Context: an optimization exercise on an open-source flow, tuned for small area, a short achievable clock period and few clock cycles per item. The choices shown serve that exercise and are no tape-out recipe.
Only simulation tests tie the RTL to the original design; equivalence was not proved.

### design/flow/constraint.sdc
create_clock -name core_clock -period 5.5 [get_ports {clock}]
set_input_delay 1.1000 -clock core_clock [delete_from_list [all_inputs] [get_ports {clock}]]
set_output_delay 1.1000 -clock core_clock [all_outputs]
set_load 0.01 [all_outputs]
### design/flow/design.v
package conv_pkg;
  localparam int TAP_COUNT = 9;
  localparam int MA_TREE_SIZE = 16;
  localparam int TREE_DEPTH = $clog2(MA_TREE_SIZE);
  localparam int PIXEL_WIDTH = 8;
  localparam int WEIGHT_WIDTH = 8;
  localparam int PRODUCT_WIDTH = PIXEL_WIDTH + WEIGHT_WIDTH;
  localparam int PAD_WIDTH = 4;
  localparam int ACC_WIDTH = PRODUCT_WIDTH + PAD_WIDTH;
  localparam int RESULT_WIDTH = 16;
  localparam int TAP_INDEX_WIDTH = 4;
  typedef logic signed [PIXEL_WIDTH-1:0] pixel_t;
  typedef logic signed [WEIGHT_WIDTH-1:0] weight_t;
  typedef logic signed [PRODUCT_WIDTH-1:0] product_t;
  typedef logic signed [ACC_WIDTH-1:0] acc_t;
  typedef logic signed [RESULT_WIDTH-1:0] result_t;
  typedef logic [TAP_INDEX_WIDTH-1:0] tap_index_t;
endpackage
module kernel_loader (
  input  logic                                         clock,
  input  logic                                         reset,
  input  conv_pkg::weight_t                            weight_in,
  input  conv_pkg::tap_index_t                         weight_addr,
  input  logic                                         weight_strobe,
  output conv_pkg::weight_t [conv_pkg::TAP_COUNT-1:0]  taps
);
  conv_pkg::weight_t weights [conv_pkg::TAP_COUNT];
  logic              addr_in_range;
  assign addr_in_range =
    (weight_addr < conv_pkg::TAP_INDEX_WIDTH'(conv_pkg::TAP_COUNT));
  always_ff @(posedge clock or negedge reset) begin
    if (!reset) begin
      for (int t = 0; t < conv_pkg::TAP_COUNT; t++) begin
        weights[t] <= '0;
      end
    end else if (weight_strobe && addr_in_range) begin
      weights[weight_addr] <= weight_in;
    end
  end
  genvar t;
  generate
    for (t = 0; t < conv_pkg::TAP_COUNT; t++) begin : g_tap
      assign taps[t] = weights[t];
    end
  endgenerate
endmodule
module window_shifter #(
  parameter int image_width = 8
) (
  input  logic                                        clock,
  input  logic                                        reset,
  input  conv_pkg::pixel_t                            pixel_in,
  input  logic                                        pixel_strobe,
  output conv_pkg::pixel_t [conv_pkg::TAP_COUNT-1:0]  window,
  output logic                                        window_valid
);
  localparam int WINDOW_DIM = 3;
  localparam int COL_WIDTH = (image_width > 1) ? $clog2(image_width) : 1;
  typedef enum logic {
    fill_rows,
    streaming
  } fill_state_t;
  fill_state_t state;
  logic [COL_WIDTH-1:0] col;
  logic [1:0]           row;
  logic                 last_col;
  logic                 window_done;
  conv_pkg::pixel_t line_near [image_width];
  conv_pkg::pixel_t line_far  [image_width];
  conv_pkg::pixel_t near_out;
  conv_pkg::pixel_t far_out;
  conv_pkg::pixel_t win [WINDOW_DIM][WINDOW_DIM];
  assign near_out = line_near[col];
  assign far_out  = line_far[col];
  assign last_col = (col == COL_WIDTH'(image_width - 1));
  assign window_done = (row == 2'd2) && (col >= COL_WIDTH'(WINDOW_DIM - 1));
  always_ff @(posedge clock) begin
    if (pixel_strobe) begin
      line_far[col]  <= near_out;
      line_near[col] <= pixel_in;
    end
  end
  always_ff @(posedge clock or negedge reset) begin
    if (!reset) begin
      for (int r = 0; r < WINDOW_DIM; r++) begin
        for (int c = 0; c < WINDOW_DIM; c++) begin
          win[r][c] <= '0;
        end
      end
    end else if (pixel_strobe) begin
      for (int r = 0; r < WINDOW_DIM; r++) begin
        win[r][0] <= win[r][1];
        win[r][1] <= win[r][2];
      end
      win[0][2] <= far_out;
      win[1][2] <= near_out;
      win[2][2] <= pixel_in;
    end
  end
  always_ff @(posedge clock or negedge reset) begin
    if (!reset) begin
      col          <= '0;
      row          <= '0;
      state        <= fill_rows;
      window_valid <= 1'b0;
    end else begin
      window_valid <= 1'b0;
      if (pixel_strobe) begin
        col <= last_col ? '0 : col + 1'b1;
        if (last_col && (row != 2'd2)) begin
          row <= row + 1'b1;
        end
        case (state)
          fill_rows: begin
            if (window_done) begin
              state        <= streaming;
              window_valid <= 1'b1;
            end
          end
          streaming: begin
            window_valid <= 1'b1;
          end
          default: begin
            state <= fill_rows;
          end
        endcase
      end
    end
  end
  genvar r, c;
  generate
    for (r = 0; r < WINDOW_DIM; r++) begin : g_row
      for (c = 0; c < WINDOW_DIM; c++) begin : g_col
        assign window[r * WINDOW_DIM + c] = win[r][c];
      end
    end
  endgenerate
endmodule
module mult_adder (
  input  logic                                         clock,
  input  logic                                         reset,
  input  conv_pkg::pixel_t  [conv_pkg::TAP_COUNT-1:0]  in,
  input  conv_pkg::weight_t [conv_pkg::TAP_COUNT-1:0]  kernel,
  output conv_pkg::acc_t                               sum,
  output logic                                         carry
);
  localparam int NODE_COUNT  = 2 * conv_pkg::MA_TREE_SIZE - 1;
  localparam int LEAF_BASE   = conv_pkg::MA_TREE_SIZE - 1;
  localparam int PRODUCT_MSB = conv_pkg::PRODUCT_WIDTH - 1;
  localparam int ACC_MSB     = conv_pkg::ACC_WIDTH - 1;
  conv_pkg::acc_t tree       [NODE_COUNT];
  logic           tree_carry [NODE_COUNT];
  genvar i;
  generate
    for (i = 0; i < conv_pkg::MA_TREE_SIZE; i++) begin : g_leaf
      if (i < conv_pkg::TAP_COUNT) begin : g_tap
        conv_pkg::product_t product;
        always_ff @(posedge clock or negedge reset) begin
          if (!reset) begin
            product <= '0;
          end else begin
            product <= $signed(in[i]) * $signed(kernel[i]);
          end
        end
        assign tree[LEAF_BASE + i] = {{conv_pkg::PAD_WIDTH{product[PRODUCT_MSB]}}, product};
      end else begin : g_unused
        assign tree[LEAF_BASE + i] = '0;
      end
      assign tree_carry[LEAF_BASE + i] = 1'b0;
    end
  endgenerate
  genvar n;
  generate
    for (n = 0; n < LEAF_BASE; n++) begin : g_node
      conv_pkg::acc_t operand_a;
      conv_pkg::acc_t operand_b;
      conv_pkg::acc_t next_sum;
      logic           next_overflow;
      conv_pkg::acc_t node_sum;
      logic           node_carry;
      assign operand_a = tree[2 * n + 1];
      assign operand_b = tree[2 * n + 2];
      assign next_sum  = operand_a + operand_b;
      assign next_overflow = (operand_a[ACC_MSB] == operand_b[ACC_MSB]) &&
                             (next_sum[ACC_MSB] != operand_a[ACC_MSB]);
      always_ff @(posedge clock or negedge reset) begin
        if (!reset) begin
          node_sum   <= '0;
          node_carry <= 1'b0;
        end else begin
          node_sum   <= next_sum;
          node_carry <= next_overflow | tree_carry[2 * n + 1] | tree_carry[2 * n + 2];
        end
      end
      assign tree[n]       = node_sum;
      assign tree_carry[n] = node_carry;
    end
  endgenerate
  assign sum   = tree[0];
  assign carry = tree_carry[0];
endmodule
module conv_result (
  input  logic              clock,
  input  logic              reset,
  input  conv_pkg::acc_t    sum,
  input  logic              carry,
  input  logic              tree_valid,
  input  conv_pkg::result_t bias_in,
  input  logic              relu_enable,
  output conv_pkg::result_t result_out,
  output logic              result_valid,
  output logic              overflow
);
  localparam int WIDE = conv_pkg::ACC_WIDTH + 1;
  localparam logic signed [WIDE-1:0] SAT_HIGH =
    WIDE'((2 ** (conv_pkg::RESULT_WIDTH - 1)) - 1);
  localparam logic signed [WIDE-1:0] SAT_LOW = -SAT_HIGH - 1;
  logic signed [WIDE-1:0] sum_wide;
  logic signed [WIDE-1:0] bias_wide;
  logic signed [WIDE-1:0] biased;
  logic signed [WIDE-1:0] rectified;
  conv_pkg::result_t      saturated;
  logic                   clipped;
  assign sum_wide  = {sum[conv_pkg::ACC_WIDTH-1], sum};
  assign bias_wide = {{(WIDE - conv_pkg::RESULT_WIDTH){bias_in[conv_pkg::RESULT_WIDTH-1]}},
                      bias_in};
  assign biased    = sum_wide + bias_wide;
  assign rectified = (relu_enable && biased[WIDE-1]) ? '0 : biased;
  always_comb begin
    clipped   = 1'b0;
    saturated = rectified[conv_pkg::RESULT_WIDTH-1:0];
    if (rectified > SAT_HIGH) begin
      clipped   = 1'b1;
      saturated = SAT_HIGH[conv_pkg::RESULT_WIDTH-1:0];
    end else if (rectified < SAT_LOW) begin
      clipped   = 1'b1;
      saturated = SAT_LOW[conv_pkg::RESULT_WIDTH-1:0];
    end
  end
  always_ff @(posedge clock or negedge reset) begin
    if (!reset) begin
      result_out   <= '0;
      result_valid <= 1'b0;
      overflow     <= 1'b0;
    end else begin
      result_out   <= saturated;
      result_valid <= tree_valid;
      overflow     <= tree_valid && (carry || clipped);
    end
  end
endmodule
module conv_engine #(
  parameter int image_width = 8
) (
  input  logic                 clock,
  input  logic                 reset,
  input  conv_pkg::pixel_t     pixel_in,
  input  logic                 pixel_strobe,
  input  conv_pkg::weight_t    weight_in,
  input  conv_pkg::tap_index_t weight_addr,
  input  logic                 weight_strobe,
  input  conv_pkg::result_t    bias_in,
  input  logic                 relu_enable,
  output conv_pkg::result_t    result_out,
  output logic                 result_valid,
  output logic                 overflow
);
  localparam int VALID_DELAY = 1 + conv_pkg::TREE_DEPTH;
  conv_pkg::weight_t [conv_pkg::TAP_COUNT-1:0] taps;
  conv_pkg::pixel_t  [conv_pkg::TAP_COUNT-1:0] window;
  logic                                        window_valid;
  conv_pkg::acc_t                              sum;
  logic                                        carry;
  logic [VALID_DELAY-1:0]                      valid_pipe;
  logic                                        tree_valid;
  kernel_loader kernel_loader_inst (
    .clock         (clock),
    .reset         (reset),
    .weight_in     (weight_in),
    .weight_addr   (weight_addr),
    .weight_strobe (weight_strobe),
    .taps          (taps)
  );
  window_shifter #(
    .image_width (image_width)
  ) window_shifter_inst (
    .clock        (clock),
    .reset        (reset),
    .pixel_in     (pixel_in),
    .pixel_strobe (pixel_strobe),
    .window       (window),
    .window_valid (window_valid)
  );
  mult_adder mult_adder_inst (
    .clock  (clock),
    .reset  (reset),
    .in     (window),
    .kernel (taps),
    .sum    (sum),
    .carry  (carry)
  );
  always_ff @(posedge clock or negedge reset) begin
    if (!reset) begin
      valid_pipe <= '0;
    end else begin
      valid_pipe <= {valid_pipe[VALID_DELAY-2:0], window_valid};
    end
  end
  assign tree_valid = valid_pipe[VALID_DELAY-1];
  conv_result conv_result_inst (
    .clock        (clock),
    .reset        (reset),
    .sum          (sum),
    .carry        (carry),
    .tree_valid   (tree_valid),
    .bias_in      (bias_in),
    .relu_enable  (relu_enable),
    .result_out   (result_out),
    .result_valid (result_valid),
    .overflow     (overflow)
  );
endmodule
### design/flow/config.mk
export PLATFORM = sky130hd
export DESIGN_NAME = conv_engine
export DESIGN_NICKNAME = conv_engine
export VERILOG_FILES = /design/flow/design.v
export SDC_FILE = /design/flow/constraint.sdc
export NUM_CORES = 4
export LEC_CHECK = 0
export CAP_MARGIN = 20
export CORE_MARGIN = 2
export CORE_UTILIZATION = 40
export SLEW_MARGIN = 20
### design/flow/run.sh
#!/bin/bash
# synth_recipe.tcl (not shown) runs the flow's synth.tcl, then flattens the netlist and writes it again
# the make line also repeats each setting of config.mk as NAME=value (left out here)
make -C /OpenROAD-flow-scripts/flow DESIGN_CONFIG=/design/flow/config.mk WORK_HOME=/design/flow/orfs CLKGATE_MAP_FILE= SYNTH_SCRIPT=/design/flow/synth_recipe.tcl finish
==> run_results.csv <==
group,metric,value,unit
cells_and_area,area_growth,11.0,%
die,initial_core_util,0.402,
synth,syn_area_per_cell,11.0,µm²
critical_path,cp.arrival,5570,ps
status,status,"complete, no violations",
worst_hold_path,min_to,"mult_adder_inst.g_node[2].node_sum[5]$_DFF_PN0_",
grt,grt_most_used_layer,"met2",
die,die-width,354,µm
grt,gr-usage-all-layers,0.171,
clocking,cts_tree,"built",
clocking,h-tree-depth,3,
synth,seq_area_frac_synth,0.346,
timing,tightest_slew,1080,ps
cells_and_area,instances_no_fill,6208,
synth,synth_fp_nets,5396,
critical_path,r2r.worst_path.cells,16,
flow_run,max-cap-violations,0,
clocking,cts_root_buf,"clkbuf_16",
clocking,ctsHoldBuffers,0,
grt,grt_overflow,0,
critical_path,critPathSlowestCell,"fa_1",
timing,hold_viol,0,
synth,ys_types,70,
cells_and_area,post-route-util,0.446,
timing,finalCritPeriodShare,0.913,
placed_design,portBuffers,58,
critical_path,crit_type,"flop to flop",
critical_path,crit_family,"adder cells",
route,routed_wl,103000,µm
critical_path,path_buf_inv,2,
worst_hold_path,min_path_type,"flop to flop",
synth,synth_edf_count,128,
worst_hold_path,whs_path_depth,0,
cells_and_area,layout.nets,5489,
route,drt_iter0_drc,1564,
critical_path,r2r-start,"window_shifter_inst.win[8][7]$_DFFE_PN0P_",
timing,final-max-slew-violation-count,0,
cells_and_area,final_area,54200,µm²
critical_path,worstSetupPathDepth,16,
timing,skew,54.0,ps
grt,grt_first_pass_wirelength,170000,µm
worst_hold_path,hp-start,"mult_adder_inst.g_node[5].node_sum[5]$_DFF_PN0_",
grt,antenna_found_initial,9,
route,routed_via_density,4.87,
timing,layout_min_cycle_time,5020,ps
placed_design,dpl_cell_area,51500,µm²
clocking,cts_setup_buffers,0,
critical_path,crit_top_cell,"fa_1",
critical_path,r2r_slack,480,ps
clocking,cts_buffer_depth,3,
timing,rsz0062_at_grt,"false",
grt,use_met1,0.230,
timing,clock.fmax,199,MHz
grt,grt_use_met2,0.292,
cells_and_area,multiInputGateArea,28900,µm²
grt,grt_pass1_vias,31500,
timing,setup_tns,0,ps
route,first_pass_iters,4,
clocking,cts.repair.resized,0,
die,die_area,125000,µm²
critical_path,crit_chain,"and2_1 -> fa_1 -> inv_1 -> fa_1 -> inv_1 -> fa_1 -> fa_1 -> ha_1 -> o21ai_0 -> a21boi_0 -> o21ai_0 -> a21boi_0 -> o21ai_0 -> a21boi_0 -> nor4_1 -> a311o_1",
route,ant_nets,0,
cells_and_area,nFillCells,11300,
placed_design,dp_hpwl,80500,µm
critical_path,required,6040,ps
synth,yosysWarnings,9,
critical_path,cp_max_fo,10,
clocking,numCtsBuffers,75,
clocking,path_clk_slew,60,ps
die,placement_rows,128,
die,coreArea,122000,µm²
timing,setup_viol,0,
synth,synthCells,4431,
die,die_h,354,µm
clocking,clock_latency,690,ps
placed_design,placedCellCount,6072,
synth,synth_flop_cell,"dfrtp_1",
critical_path,max_stage_delay,530,ps
timing,relSlewSlack,0.277,
route,drcViolationCount,0,
critical_path,cp-start-kind,"flop",
route,wl_per_cell,16.7,µm
placed_design,gp_congestion,0.827,
clocking,cts.sinks,650,
route,dr_total_vias,30200,
synth,synth.ff_latch_count,650,
grt,grt_use_met3,0.0223,
critical_path,crit_path_end_kind,"flop",
critical_path,reg2reg_to,"mult_adder_inst.g_leaf[8].g_tap.product[14]$_DFF_PN0_",
die,num_io_pins,59,
synth,synth.cell_area,48900,µm²
synth,synth-async-reset-ratio,0.803,
cells_and_area,ff_latch_area,16900,µm²
cells_and_area,drive_gt1_frac,0.0775,
grt,grt_max_degree,101,
[metrics by stage]
| step | hold slack, ps | setup WS, ps |
|---|---|---|
| 2_1_floorplan | 331 | 867 |
| 3_3_place_gp | 334 | 583 |
| 3_5_place_dp | 335 | 548 |
| 4_1_cts | 343 | 481 |
| 5_1_grt | 344 | 126 |
| 6_report | 344 | 476 |
[routing by layer]
metal  part of all wire  vias up  wire length, µm
met5                  0        -                0
met4              0.025        0             2550
met3              0.035      125             3590
met2               0.48      405            49800
met1               0.46    15200            47500
li1                   -    14500                -
[flip-flops by register name, summed over array words and instances, names as in the netlist, 5 cells and up]
signal and count:
valid_pipe 5, conv_result_inst.result_out 16, mult_adder_inst.g_node.node_sum 196, window_shifter_inst.line_far 64
mult_adder_inst.g_node.node_carry 8, kernel_loader_inst.weights 72, window_shifter_inst.line_near 64, mult_adder_inst.g_leaf.g_tap.product 144
window_shifter_inst.win 72
[layout by cell type (no fill, tap or decap), types with 10 or more instances in the layout]
cell type,Yosys,routed
bufinv_16,0,12
nand3_1,55,55
and3_1,16,16
a21oi_1,113,113
nor2b_1,40,40
fa_1,504,504
xnor2_1,208,208
and2_1,361,361
clkbuf_8,0,10
mux2i_1,11,11
o21ai_0,93,93
a21o_1,43,43
inv_1,740,740
nand2_1,280,280
o2111ai_1,11,11
clkbuf_1,59,14
nor3_1,60,58
dfrtp_1,522,522
o41a_1,12,12
a21boi_0,24,24
a2111oi_0,15,15
clkbuf_16,0,75
xor2_1,45,45
a31oi_1,17,17
o21ai_2,11,11
a211oi_1,10,10
or3_1,16,16
o211ai_1,12,12
mux4_2,32,32
mux2_2,132,132
ha_1,420,420
nor2_1,212,212
buf_4,1,29
o21a_1,27,27
edfxtp_1,128,128
nand2b_1,65,65
clkdlybuf4s50_1,0,56
o31ai_1,10,10
[kinds of logic (layout without fill, tap and decap cells)]
family / after synthesis / count (layout) / synth area share
simple gates: 1144 / 1144 / 0.119
mux: 175 / 175 / 0.0474
compound gates: 470 / 470 / 0.0659
fa+ha+maj: 924 / 924 / 0.314
other cells: 0 / 1 / 0
buf+inv: 815 / 966 / 0.0628
xor+xnor: 253 / 253 / 0.0453
flops: 650 / 650 / 0.346
[Yosys cell counts (11+ instances only)]
cell type	instances	area share
o21a_1	27	0.0041
mux2_2	132	0.030
edfxtp_1	128	0.079
xnor2_1	208	0.037
nand3_1	55	0.0056
o21ai_0	93	0.0095
o41a_1	12	0.0028
nand2b_1	65	0.0083
a2111oi_0	15	0.0027
o21ai_2	11	0.0020
a31oi_1	17	0.0022
o2111ai_1	11	0.0020
and2_1	361	0.046
mux2i_1	11	0.0023
or3_1	16	0.0020
nor2_1	212	0.016
inv_1	740	0.057
mux4_2	32	0.015
xor2_1	45	0.0081
o211ai_1	12	0.0018
a21boi_0	24	0.0037
fa_1	504	0.21
dfrtp_1	522	0.27
nand2_1	280	0.022
a21oi_1	113	0.012
nor2b_1	40	0.0051
buf_1	11	0.00084
ha_1	420	0.11
clkbuf_1	59	0.0045
and3_1	16	0.0020
nor3_1	60	0.0061
a21o_1	43	0.0066
[area by class of cell]
type	instances	area share
tap	1625	0.0375
sequential	650	0.312
clock buffer	99	0.0381
clock inverter	36	0.0122
timing repair buffer	89	0.0157
inverter	742	0.0514
antenna	1	0.0000461
multi-input combinational	2966	0.533
[worst max-delay path by stage]
stage | start | end | slack (ps)
4_1_cts | window_shifter_inst.win[8][7]$_DFFE_PN0P_ | mult_adder_inst.g_leaf[8].g_tap.product[14]$_DFF_PN0_ | 480
6_report | window_shifter_inst.win[8][7]$_DFFE_PN0P_ | mult_adder_inst.g_leaf[8].g_tap.product[14]$_DFF_PN0_ | 480
2_1_floorplan | window_shifter_inst.win[2][6]$_DFFE_PN0P_ | mult_adder_inst.g_leaf[2].g_tap.product[14]$_DFF_PN0_ | 870
3_5_place_dp | window_shifter_inst.win[8][7]$_DFFE_PN0P_ | mult_adder_inst.g_leaf[8].g_tap.product[14]$_DFF_PN0_ | 550
5_1_grt | window_shifter_inst.win[1][7]$_DFFE_PN0P_ | mult_adder_inst.g_leaf[1].g_tap.product[14]$_DFF_PN0_ | 130
3_3_place_gp | window_shifter_inst.win[1][7]$_DFFE_PN0P_ | mult_adder_inst.g_leaf[1].g_tap.product[14]$_DFF_PN0_ | 580
Testbench counts, summed over its fixed seeds: cycles 16,432, results 16,240.

-- port drivers added, routing unchanged --
No port has a modelled driver above. Below, the same layout with a new extraction and two added sets of constraints.
Step 1 assumes that a clkbuf_16 drives the clock port and a buf_2 every other input.
Step 2 adds t to the input delays and takes it off the output delays; t is the mean of the earliest and latest rising clock arrival at the registers after step 1. Input paths then give back, and output paths get back, about the clock's delay inside the block.
Three values: ideal ports, drivers, drivers and shift; two values: the first two.
t, ns: 0.730
setup slack, ns: 0.476 / 0.476 / 0.476
latest minus earliest clock arrival (ns): 0.059 / 0.059
worst register clock-pin slew, ns: 0.06 / 0.06
After both steps this run still meets setup and hold. For this run, drivers alone change the setup slack by 0.000 ns; drivers and shift together by 0.000 ns.
